From an optimization exercise on the open Yosys and OpenROAD flow, aimed at small area, a short achievable clock period and few clock cycles per item; shortcuts taken in it are not production practice.
Where RTL was checked, it was by simulation tests only, not by an equivalence proof against the original.

==> inputs of 10-23 <==
Design greedy_iou_track_association, start of the top module:
module greedy_iou_track_association #(
    parameter int MAX_TRACKS = 16,
    parameter int COORD_BITS = 12
) (
    input  logic                  aclk,
    input  logic                  aresetn,
    input  logic                  cfg_we,
    input  logic                  cfg_idx,
    input  logic [7:0]            cfg_wdata,
    input  logic                  s_valid,
    output logic                  s_ready,
    input  logic                  s_op,
    input  logic [COORD_BITS-1:0] s_box_x,
    input  logic [COORD_BITS-1:0] s_box_y,
    input  logic [COORD_BITS-1:0] s_box_w,
    input  logic [COORD_BITS-1:0] s_box_h,
    output logic                  m_valid,
    input  logic                  m_ready,
    output logic [15:0]           m_trk_ident,
    output logic                  m_new_track,
    output logic                  m_table_full
);
Settings: LEC_CHECK=0, CAP_MARGIN=20, CORE_MARGIN=2, CORE_UTILIZATION=40, SLEW_MARGIN=20; clock period 16.0 ns.
standard.sh (not shown) runs the stock make flow with config.mk's settings and CLKGATE_MAP_FILE= SYNTH_SCRIPT=/design/flow/synth_recipe.tcl, a recipe that flattens the netlist after the stock synthesis.
==> flow/flow/run.sh <==
#!/bin/bash
# Standard ORFS layout (the standard.sh, unchanged synthesis and steps),
# with repair_timing asked for extra setup margin so that the achieved
# period, not just the 16 ns constraint, is optimised. The SDC is unchanged.
set -euo pipefail
MARGIN=$(cat flow/setup_margin)
bash standard.sh SETUP_SLACK_MARGIN="$MARGIN" finish > orfs_make.log 2>&1
==> flow/flow/setup_margin <==
8.5
==> inputs of 06-22, as changes to 10-23 <==
--- a/flow/design.v
+++ b/flow/design.v
@@ -49,11 +49,12 @@
     logic [EB-1:0] tey_mem [N];
     logic [15:0]   ident_mem [N];
     logic [MB-1:0] miss_mem [N];
     logic [15:0]   next_ident_reg;
     logic [7:0]    thr_reg, maxm_reg;
-    logic          b_full_reg, b_op_reg;
+    logic          b_full_reg;
+    logic [1:0]    e_cnt_reg;
     logic [CB-1:0] b_x_reg, b_y_reg, b_w_reg, b_h_reg;
     logic          r_busy_reg, r_first_reg;
     logic [CB-1:0] dx_reg, dy_reg;
     logic [EB-1:0] dex_reg, dey_reg;
     logic          dnz_reg;
@@ -75,22 +76,24 @@
     logic          best_found_reg;
     logic [SW-1:0] best_slot_reg;
     logic [AW-1:0] best_inter_reg;
     logic [UW-1:0] best_union_reg;
     logic          xc_busy_reg, x_last_reg;
-    logic [1:0]    xc_step_reg;
+    logic [2:0]    xc_step_reg;
     logic signed [SB-1:0] xs_reg;
+    localparam int XPW = UW + 8;          
+    logic [XPW-1:0] xp1_reg, xp2_reg;
     logic signed [8:0] nthr_reg;          
     logic [AW-1:0] xi_reg;                
     logic [UW-1:0] xu_reg;
     logic [SW-1:0] xidx_reg;
     logic          f_v_reg;
     logic [BXW-1:0] f_box_reg;
     logic          q1_v_reg, q2_v_reg;
     logic [17:0]   q1_reg, q2_reg;
     logic stall, q_block, t_go, xc_done, r_emit, r_last_emit;
-    logic start_det, start_eof, start, accept;
+    logic start_det, start_eof, drained, accept;
     logic [N-1:0] pick, mask_rest;
     assign q_block = (m_valid && q1_v_reg && (q2_v_reg || f_v_reg)) ||
                      (q2_v_reg && f_v_reg && (m_valid || q1_v_reg));
     assign stall   = xc_busy_reg || q_block;
     always_comb begin
@@ -98,16 +101,16 @@
         pick[pidx_reg] = 1'b1;
         mask_rest = mask_reg & ~pick;
     end
     assign r_emit      = r_busy_reg && !stall;
     assign r_last_emit = r_emit && single_reg;
-    assign start_det = b_full_reg && (b_op_reg == gita_pkg::OP_DET) && !stall &&
-                       (!r_busy_reg || r_last_emit);
-    assign start_eof = b_full_reg && (b_op_reg == gita_pkg::OP_EOF) && !r_busy_reg &&
-                       !rv_reg && !mv_reg && !xc_busy_reg;
-    assign start   = start_det || start_eof;
-    assign s_ready = !b_full_reg || start;
+    assign drained   = !r_busy_reg && !rv_reg && !mv_reg && !xc_busy_reg;
+    assign start_eof = (e_cnt_reg != 2'd0) && drained;
+    assign start_det = b_full_reg && !stall &&
+                       (((e_cnt_reg == 2'd0) && (!r_busy_reg || r_last_emit)) ||
+                        ((e_cnt_reg == 2'd1) && start_eof));
+    assign s_ready = (!b_full_reg || start_det) && ((e_cnt_reg != 2'd2) || start_eof);
     assign accept  = s_valid && s_ready;
     logic          have_free;
     logic [SW-1:0] free_slot;
     always_comb begin
         have_free = 1'b0;
@@ -135,23 +138,36 @@
         for (int i = 0; i < N; i++) begin
             age_hit[i] = start_eof && valid_reg[i] && !used_post[i];
             drop[i]    = age_hit[i] && (miss_mem[i] >= maxm_reg);
         end
     end
-    logic [N-1:0]  mask_next;
+    logic [N-1:0]  mask_next, s_cand;
     logic [EB-1:0] b_ex, b_ey;
-    logic          b_nz;
+    logic          b_nz, ovl_f;
+    logic [CB-1:0] f_x, f_y;
+    logic [EB-1:0] f_ex, f_ey;
+    logic          f_nz;
     always_comb begin
         b_ex = EB'(b_x_reg) + EB'(b_w_reg);
         b_ey = EB'(b_y_reg) + EB'(b_h_reg);
         b_nz = (b_w_reg != '0) && (b_h_reg != '0);
+        {f_nz, f_ey, f_ex, f_y, f_x} = f_box_reg;
+        ovl_f = f_nz &&
+                (b_ex[EB-1:FL] >= (EB-FL)'(f_x[CB-1:FL])) &&
+                (f_ex[EB-1:FL] >= (EB-FL)'(b_x_reg[CB-1:FL])) &&
+                (b_ey[EB-1:FL] >= (EB-FL)'(f_y[CB-1:FL])) &&
+                (f_ey[EB-1:FL] >= (EB-FL)'(b_y_reg[CB-1:FL]));
         for (int i = 0; i < N; i++) begin
-            mask_next[i] = valid_reg[i] && !used_post[i] && nz_reg[i] && b_nz &&
-                (b_ex[EB-1:FL] >= (EB-FL)'(tx_mem[i][CB-1:FL])) &&
-                (tex_mem[i][EB-1:FL] >= (EB-FL)'(b_x_reg[CB-1:FL])) &&
-                (b_ey[EB-1:FL] >= (EB-FL)'(ty_mem[i][CB-1:FL])) &&
-                (tey_mem[i][EB-1:FL] >= (EB-FL)'(b_y_reg[CB-1:FL]));
+            s_cand[i] = start_eof ? (wr_oh[i] || (valid_reg[i] && !drop[i]))
+                                  : (valid_reg[i] && !used_post[i]);
+            mask_next[i] = s_cand[i] && b_nz &&
+                ((start_eof && wr_oh[i]) ? ovl_f :
+                 (nz_reg[i] &&
+                  (b_ex[EB-1:FL] >= (EB-FL)'(tx_mem[i][CB-1:FL])) &&
+                  (tex_mem[i][EB-1:FL] >= (EB-FL)'(b_x_reg[CB-1:FL])) &&
+                  (b_ey[EB-1:FL] >= (EB-FL)'(ty_mem[i][CB-1:FL])) &&
+                  (tey_mem[i][EB-1:FL] >= (EB-FL)'(b_y_reg[CB-1:FL]))));
         end
     end
     function automatic logic [SW-1:0] lowest(input logic [N-1:0] m);
         lowest = '0;
         for (int i = N - 1; i >= 0; i--) if (m[i]) lowest = SW'(i);
@@ -185,24 +201,21 @@
     logic signed [UW+9:0] th_y;
     always_comb begin
         th_y = signed'({2'b00, inter_reg - 1'b1, 8'hFF}) + signed'({1'b0, uni_reg}) * nthr_reg;
     end
     logic [7:0] xc_ci, xc_bi;
-    logic signed [SB-1:0] xs_next;
     always_comb begin
-        unique case (xc_step_reg)
+        unique case (xc_step_reg[1:0])
             2'd0:    begin xc_ci = xi_reg[23:16]; xc_bi = best_inter_reg[23:16]; end
             2'd1:    begin xc_ci = xi_reg[15:8];  xc_bi = best_inter_reg[15:8];  end
             default: begin xc_ci = xi_reg[7:0];   xc_bi = best_inter_reg[7:0];   end
         endcase
-        xs_next = (xs_reg <<< 8) + signed'({1'b0, best_union_reg}) * signed'({1'b0, xc_ci})
-                                 - signed'({1'b0, xu_reg}) * signed'({1'b0, xc_bi});
     end
     logic cand_ok, eff_found, qualify, sure_better, sure_worse, need_xc, take_cur;
     always_comb begin
         t_go        = mv_reg && !stall;
-        xc_done     = xc_busy_reg && (xc_step_reg == 2'd3) && !q_block;
+        xc_done     = xc_busy_reg && (xc_step_reg == 3'd4) && !q_block;
         cand_ok     = m_cand_reg && !used_reg[m_idx_reg] && !(wr_en && (wr_slot == m_idx_reg));
         eff_found   = best_found_reg && !m_first_reg;
         qualify     = !th_y[UW+9];
         sure_better = (inter_reg >= best_inter_reg) && (uni_reg <= best_union_reg) &&
                       ((inter_reg != best_inter_reg) || (uni_reg != best_union_reg));
@@ -219,10 +232,11 @@
             next_ident_reg <= '0;
             thr_reg        <= gita_pkg::IOU_THRESHOLD_RST;
             nthr_reg       <= -signed'({1'b0, gita_pkg::IOU_THRESHOLD_RST});
             maxm_reg       <= gita_pkg::MAX_MISSED_RST;
             b_full_reg     <= 1'b0;
+            e_cnt_reg      <= 2'd0;
             r_busy_reg     <= 1'b0;
             rv_reg         <= 1'b0;
             mv_reg         <= 1'b0;
             xc_busy_reg    <= 1'b0;
             f_v_reg        <= 1'b0;
@@ -238,12 +252,13 @@
                     end
                     gita_pkg::CFG_MAX_MISSED:    maxm_reg <= cfg_wdata;
                     default: ;
                 endcase
             end
-            if (accept)     b_full_reg <= 1'b1;
-            else if (start) b_full_reg <= 1'b0;
+            if (accept && (s_op == gita_pkg::OP_DET)) b_full_reg <= 1'b1;
+            else if (start_det)                        b_full_reg <= 1'b0;
+            e_cnt_reg <= e_cnt_reg - 2'(start_eof) + 2'(accept && (s_op == gita_pkg::OP_EOF));
             for (int i = 0; i < N; i++) begin
                 if (wr_oh[i]) valid_reg[i] <= 1'b1;
                 else if (drop[i]) valid_reg[i] <= 1'b0;
             end
             used_reg <= start_eof ? '0 : used_post;
@@ -274,11 +289,10 @@
         else if (have_free)  res = {next_ident_reg, 2'b10};
         else                 res = {16'd0, 2'b01};
     end
     always_ff @(posedge aclk) begin
         if (accept) begin
-            b_op_reg <= s_op;
             b_x_reg  <= s_box_x;
             b_y_reg  <= s_box_y;
             b_w_reg  <= s_box_w;
             b_h_reg  <= s_box_h;
         end
@@ -287,13 +301,13 @@
             dy_reg      <= b_y_reg;
             dex_reg     <= b_ex;
             dey_reg     <= b_ey;
             dnz_reg     <= b_nz;
             area_reg    <= AW'(b_w_reg) * AW'(b_h_reg);
-            mask_reg    <= mask_next & ~wr_oh;
-            pidx_reg    <= lowest(mask_next & ~wr_oh);
-            single_reg  <= one_or_none(mask_next & ~wr_oh);
+            mask_reg    <= mask_next;
+            pidx_reg    <= lowest(mask_next);
+            single_reg  <= one_or_none(mask_next);
             r_first_reg <= 1'b1;
         end else if (r_emit) begin
             mask_reg    <= mask_rest;
             pidx_reg    <= lowest(mask_rest);
             single_reg  <= one_or_none(mask_rest);
@@ -325,13 +339,16 @@
             xu_reg      <= uni_reg;
             xidx_reg    <= m_idx_reg;
             x_last_reg  <= m_last_reg;
             xc_step_reg <= '0;
             xs_reg      <= '0;
-        end else if (xc_step_reg != 2'd3) begin
+        end else if (xc_step_reg != 3'd4) begin
             xc_step_reg <= xc_step_reg + 1'b1;
-            xs_reg      <= xs_next;
+            xp1_reg     <= XPW'(best_union_reg) * XPW'(xc_ci);
+            xp2_reg     <= XPW'(xu_reg) * XPW'(xc_bi);
+            if (xc_step_reg != 3'd0)
+                xs_reg <= (xs_reg <<< 8) + signed'(SB'(xp1_reg)) - signed'(SB'(xp2_reg));
         end
         if (take_cur) begin
             best_found_reg <= 1'b1;
             best_slot_reg  <= m_idx_reg;
             best_inter_reg <= inter_reg;
==> flow/flow/setup_margin (replaced) <==
9
CORE_UTILIZATION = 60   (was 40)
==> inputs of 07-09, as changes to 10-23 <==
--- a/flow/design.v
+++ b/flow/design.v
@@ -49,11 +49,12 @@
     logic [EB-1:0] tey_mem [N];
     logic [15:0]   ident_mem [N];
     logic [MB-1:0] miss_mem [N];
     logic [15:0]   next_ident_reg;
     logic [7:0]    thr_reg, maxm_reg;
-    logic          b_full_reg, b_op_reg;
+    logic          b_full_reg;
+    logic [1:0]    e_cnt_reg;
     logic [CB-1:0] b_x_reg, b_y_reg, b_w_reg, b_h_reg;
     logic          r_busy_reg, r_first_reg;
     logic [CB-1:0] dx_reg, dy_reg;
     logic [EB-1:0] dex_reg, dey_reg;
     logic          dnz_reg;
@@ -75,22 +76,24 @@
     logic          best_found_reg;
     logic [SW-1:0] best_slot_reg;
     logic [AW-1:0] best_inter_reg;
     logic [UW-1:0] best_union_reg;
     logic          xc_busy_reg, x_last_reg;
-    logic [1:0]    xc_step_reg;
+    logic [2:0]    xc_step_reg;
     logic signed [SB-1:0] xs_reg;
+    localparam int XPW = UW + 8;          
+    logic [XPW-1:0] xp1_reg, xp2_reg;
     logic signed [8:0] nthr_reg;          
     logic [AW-1:0] xi_reg;                
     logic [UW-1:0] xu_reg;
     logic [SW-1:0] xidx_reg;
     logic          f_v_reg;
     logic [BXW-1:0] f_box_reg;
     logic          q1_v_reg, q2_v_reg;
     logic [17:0]   q1_reg, q2_reg;
     logic stall, q_block, t_go, xc_done, r_emit, r_last_emit;
-    logic start_det, start_eof, start, accept;
+    logic start_det, start_eof, drained, accept;
     logic [N-1:0] pick, mask_rest;
     assign q_block = (m_valid && q1_v_reg && (q2_v_reg || f_v_reg)) ||
                      (q2_v_reg && f_v_reg && (m_valid || q1_v_reg));
     assign stall   = xc_busy_reg || q_block;
     always_comb begin
@@ -98,16 +101,16 @@
         pick[pidx_reg] = 1'b1;
         mask_rest = mask_reg & ~pick;
     end
     assign r_emit      = r_busy_reg && !stall;
     assign r_last_emit = r_emit && single_reg;
-    assign start_det = b_full_reg && (b_op_reg == gita_pkg::OP_DET) && !stall &&
-                       (!r_busy_reg || r_last_emit);
-    assign start_eof = b_full_reg && (b_op_reg == gita_pkg::OP_EOF) && !r_busy_reg &&
-                       !rv_reg && !mv_reg && !xc_busy_reg;
-    assign start   = start_det || start_eof;
-    assign s_ready = !b_full_reg || start;
+    assign drained   = !r_busy_reg && !rv_reg && !mv_reg && !xc_busy_reg;
+    assign start_eof = (e_cnt_reg != 2'd0) && drained;
+    assign start_det = b_full_reg && !stall &&
+                       (((e_cnt_reg == 2'd0) && (!r_busy_reg || r_last_emit)) ||
+                        ((e_cnt_reg == 2'd1) && start_eof));
+    assign s_ready = (!b_full_reg || start_det) && ((e_cnt_reg != 2'd2) || start_eof);
     assign accept  = s_valid && s_ready;
     logic          have_free;
     logic [SW-1:0] free_slot;
     always_comb begin
         have_free = 1'b0;
@@ -135,23 +138,36 @@
         for (int i = 0; i < N; i++) begin
             age_hit[i] = start_eof && valid_reg[i] && !used_post[i];
             drop[i]    = age_hit[i] && (miss_mem[i] >= maxm_reg);
         end
     end
-    logic [N-1:0]  mask_next;
+    logic [N-1:0]  mask_next, s_cand;
     logic [EB-1:0] b_ex, b_ey;
-    logic          b_nz;
+    logic          b_nz, ovl_f;
+    logic [CB-1:0] f_x, f_y;
+    logic [EB-1:0] f_ex, f_ey;
+    logic          f_nz;
     always_comb begin
         b_ex = EB'(b_x_reg) + EB'(b_w_reg);
         b_ey = EB'(b_y_reg) + EB'(b_h_reg);
         b_nz = (b_w_reg != '0) && (b_h_reg != '0);
+        {f_nz, f_ey, f_ex, f_y, f_x} = f_box_reg;
+        ovl_f = f_nz &&
+                (b_ex[EB-1:FL] >= (EB-FL)'(f_x[CB-1:FL])) &&
+                (f_ex[EB-1:FL] >= (EB-FL)'(b_x_reg[CB-1:FL])) &&
+                (b_ey[EB-1:FL] >= (EB-FL)'(f_y[CB-1:FL])) &&
+                (f_ey[EB-1:FL] >= (EB-FL)'(b_y_reg[CB-1:FL]));
         for (int i = 0; i < N; i++) begin
-            mask_next[i] = valid_reg[i] && !used_post[i] && nz_reg[i] && b_nz &&
-                (b_ex[EB-1:FL] >= (EB-FL)'(tx_mem[i][CB-1:FL])) &&
-                (tex_mem[i][EB-1:FL] >= (EB-FL)'(b_x_reg[CB-1:FL])) &&
-                (b_ey[EB-1:FL] >= (EB-FL)'(ty_mem[i][CB-1:FL])) &&
-                (tey_mem[i][EB-1:FL] >= (EB-FL)'(b_y_reg[CB-1:FL]));
+            s_cand[i] = start_eof ? (wr_oh[i] || (valid_reg[i] && !drop[i]))
+                                  : (valid_reg[i] && !used_post[i]);
+            mask_next[i] = s_cand[i] && b_nz &&
+                ((start_eof && wr_oh[i]) ? ovl_f :
+                 (nz_reg[i] &&
+                  (b_ex[EB-1:FL] >= (EB-FL)'(tx_mem[i][CB-1:FL])) &&
+                  (tex_mem[i][EB-1:FL] >= (EB-FL)'(b_x_reg[CB-1:FL])) &&
+                  (b_ey[EB-1:FL] >= (EB-FL)'(ty_mem[i][CB-1:FL])) &&
+                  (tey_mem[i][EB-1:FL] >= (EB-FL)'(b_y_reg[CB-1:FL]))));
         end
     end
     function automatic logic [SW-1:0] lowest(input logic [N-1:0] m);
         lowest = '0;
         for (int i = N - 1; i >= 0; i--) if (m[i]) lowest = SW'(i);
@@ -185,24 +201,21 @@
     logic signed [UW+9:0] th_y;
     always_comb begin
         th_y = signed'({2'b00, inter_reg - 1'b1, 8'hFF}) + signed'({1'b0, uni_reg}) * nthr_reg;
     end
     logic [7:0] xc_ci, xc_bi;
-    logic signed [SB-1:0] xs_next;
     always_comb begin
-        unique case (xc_step_reg)
+        unique case (xc_step_reg[1:0])
             2'd0:    begin xc_ci = xi_reg[23:16]; xc_bi = best_inter_reg[23:16]; end
             2'd1:    begin xc_ci = xi_reg[15:8];  xc_bi = best_inter_reg[15:8];  end
             default: begin xc_ci = xi_reg[7:0];   xc_bi = best_inter_reg[7:0];   end
         endcase
-        xs_next = (xs_reg <<< 8) + signed'({1'b0, best_union_reg}) * signed'({1'b0, xc_ci})
-                                 - signed'({1'b0, xu_reg}) * signed'({1'b0, xc_bi});
     end
     logic cand_ok, eff_found, qualify, sure_better, sure_worse, need_xc, take_cur;
     always_comb begin
         t_go        = mv_reg && !stall;
-        xc_done     = xc_busy_reg && (xc_step_reg == 2'd3) && !q_block;
+        xc_done     = xc_busy_reg && (xc_step_reg == 3'd4) && !q_block;
         cand_ok     = m_cand_reg && !used_reg[m_idx_reg] && !(wr_en && (wr_slot == m_idx_reg));
         eff_found   = best_found_reg && !m_first_reg;
         qualify     = !th_y[UW+9];
         sure_better = (inter_reg >= best_inter_reg) && (uni_reg <= best_union_reg) &&
                       ((inter_reg != best_inter_reg) || (uni_reg != best_union_reg));
@@ -219,10 +232,11 @@
             next_ident_reg <= '0;
             thr_reg        <= gita_pkg::IOU_THRESHOLD_RST;
             nthr_reg       <= -signed'({1'b0, gita_pkg::IOU_THRESHOLD_RST});
             maxm_reg       <= gita_pkg::MAX_MISSED_RST;
             b_full_reg     <= 1'b0;
+            e_cnt_reg      <= 2'd0;
             r_busy_reg     <= 1'b0;
             rv_reg         <= 1'b0;
             mv_reg         <= 1'b0;
             xc_busy_reg    <= 1'b0;
             f_v_reg        <= 1'b0;
@@ -238,12 +252,13 @@
                     end
                     gita_pkg::CFG_MAX_MISSED:    maxm_reg <= cfg_wdata;
                     default: ;
                 endcase
             end
-            if (accept)     b_full_reg <= 1'b1;
-            else if (start) b_full_reg <= 1'b0;
+            if (accept && (s_op == gita_pkg::OP_DET)) b_full_reg <= 1'b1;
+            else if (start_det)                        b_full_reg <= 1'b0;
+            e_cnt_reg <= e_cnt_reg - 2'(start_eof) + 2'(accept && (s_op == gita_pkg::OP_EOF));
             for (int i = 0; i < N; i++) begin
                 if (wr_oh[i]) valid_reg[i] <= 1'b1;
                 else if (drop[i]) valid_reg[i] <= 1'b0;
             end
             used_reg <= start_eof ? '0 : used_post;
@@ -274,11 +289,10 @@
         else if (have_free)  res = {next_ident_reg, 2'b10};
         else                 res = {16'd0, 2'b01};
     end
     always_ff @(posedge aclk) begin
         if (accept) begin
-            b_op_reg <= s_op;
             b_x_reg  <= s_box_x;
             b_y_reg  <= s_box_y;
             b_w_reg  <= s_box_w;
             b_h_reg  <= s_box_h;
         end
@@ -287,13 +301,13 @@
             dy_reg      <= b_y_reg;
             dex_reg     <= b_ex;
             dey_reg     <= b_ey;
             dnz_reg     <= b_nz;
             area_reg    <= AW'(b_w_reg) * AW'(b_h_reg);
-            mask_reg    <= mask_next & ~wr_oh;
-            pidx_reg    <= lowest(mask_next & ~wr_oh);
-            single_reg  <= one_or_none(mask_next & ~wr_oh);
+            mask_reg    <= mask_next;
+            pidx_reg    <= lowest(mask_next);
+            single_reg  <= one_or_none(mask_next);
             r_first_reg <= 1'b1;
         end else if (r_emit) begin
             mask_reg    <= mask_rest;
             pidx_reg    <= lowest(mask_rest);
             single_reg  <= one_or_none(mask_rest);
@@ -325,13 +339,16 @@
             xu_reg      <= uni_reg;
             xidx_reg    <= m_idx_reg;
             x_last_reg  <= m_last_reg;
             xc_step_reg <= '0;
             xs_reg      <= '0;
-        end else if (xc_step_reg != 2'd3) begin
+        end else if (xc_step_reg != 3'd4) begin
             xc_step_reg <= xc_step_reg + 1'b1;
-            xs_reg      <= xs_next;
+            xp1_reg     <= XPW'(best_union_reg) * XPW'(xc_ci);
+            xp2_reg     <= XPW'(xu_reg) * XPW'(xc_bi);
+            if (xc_step_reg != 3'd0)
+                xs_reg <= (xs_reg <<< 8) + signed'(SB'(xp1_reg)) - signed'(SB'(xp2_reg));
         end
         if (take_cur) begin
             best_found_reg <= 1'b1;
             best_slot_reg  <= m_idx_reg;
             best_inter_reg <= inter_reg;
==> flow/flow/setup_margin (replaced) <==
9
==> results.txt <==
06-22 completed with no timing, DRC or antenna violations. 10-23 went through all stages and came out clean. 07-09 ran to the end with no violations.
Against 10-23, the clock skew of 07-09 is higher by 0.030 ns.
Of 06-22 and 10-23, 06-22 has the higher area after synthesis (gap 2.5%, measured against 10-23).
In 10-23 the via count is lower than in 07-09, by 1.6%.
==> figures <==
| quantity | 07-09 | 10-23 | 06-22 |
|---|---|---|---|
| Clock Path Buffers | 4 | 4 | 3 |
| Row count | 212 | 210 | 173 |
| Crit path capture | r_cand_reg | xs_reg[49] | r_cand_reg |
| Multiplexer share of the synthesized area | 2.54% | 2.59% | 2.54% |
| Antenna diode count | 12 | 7 | 10 |
| Avg Cell Area, Syn | 11.6 um2 | 11.6 um2 | 11.6 um2 |
| Detailed-placement wirelength estimate | 286000 um | 272000 um | 279000 um |
| Die ar. | 340000 um2 | 332000 um2 | 228000 um2 |
| Result of the run | timing/DRC/antenna clean | timing/DRC/antenna clean | timing/DRC/antenna clean |
| Hold Slack | 0.415 ns | 0.393 ns | 0.376 ns |
Testbench counts of 06-22, summed over its fixed seeds: cycles 7,992, items 4,500.
Testbench counts of 07-09, summed over its fixed seeds: cycles 7,992, items 4,500.
For 10-23, only the layout was checked, not whether the RTL still works.

port drivers added, routing unchanged:
In the flow no input, the clock included, has a driving cell. The finished layouts below were timed again as built, in two steps.
Step 1, drivers: a clkbuf_16 drives aclk and a buf_2 each remaining input, both assumed.
Step 2 adds t to the input delays and takes it off the output delays; t is the mean of the earliest and latest rising clock arrival at the registers after step 1. Input paths then give back, and output paths get back, about the clock's delay inside the block.
a / b / c = no drivers / after step 1 / after step 2; a / b = the first two.
| run | t, ns | setup slack, ns | pins driven straight from the clock port |
|---|---|---|---|
| 10-23 | 0.964 | 6.960 / 6.960 / 6.960 | 1 |
| 06-22 | 0.963 | 9.048 / 9.036 / 9.048 | 1 |
| 07-09 | 0.976 | 9.095 / 9.095 / 9.095 | 1 |
After both steps every run listed still meets setup and hold.
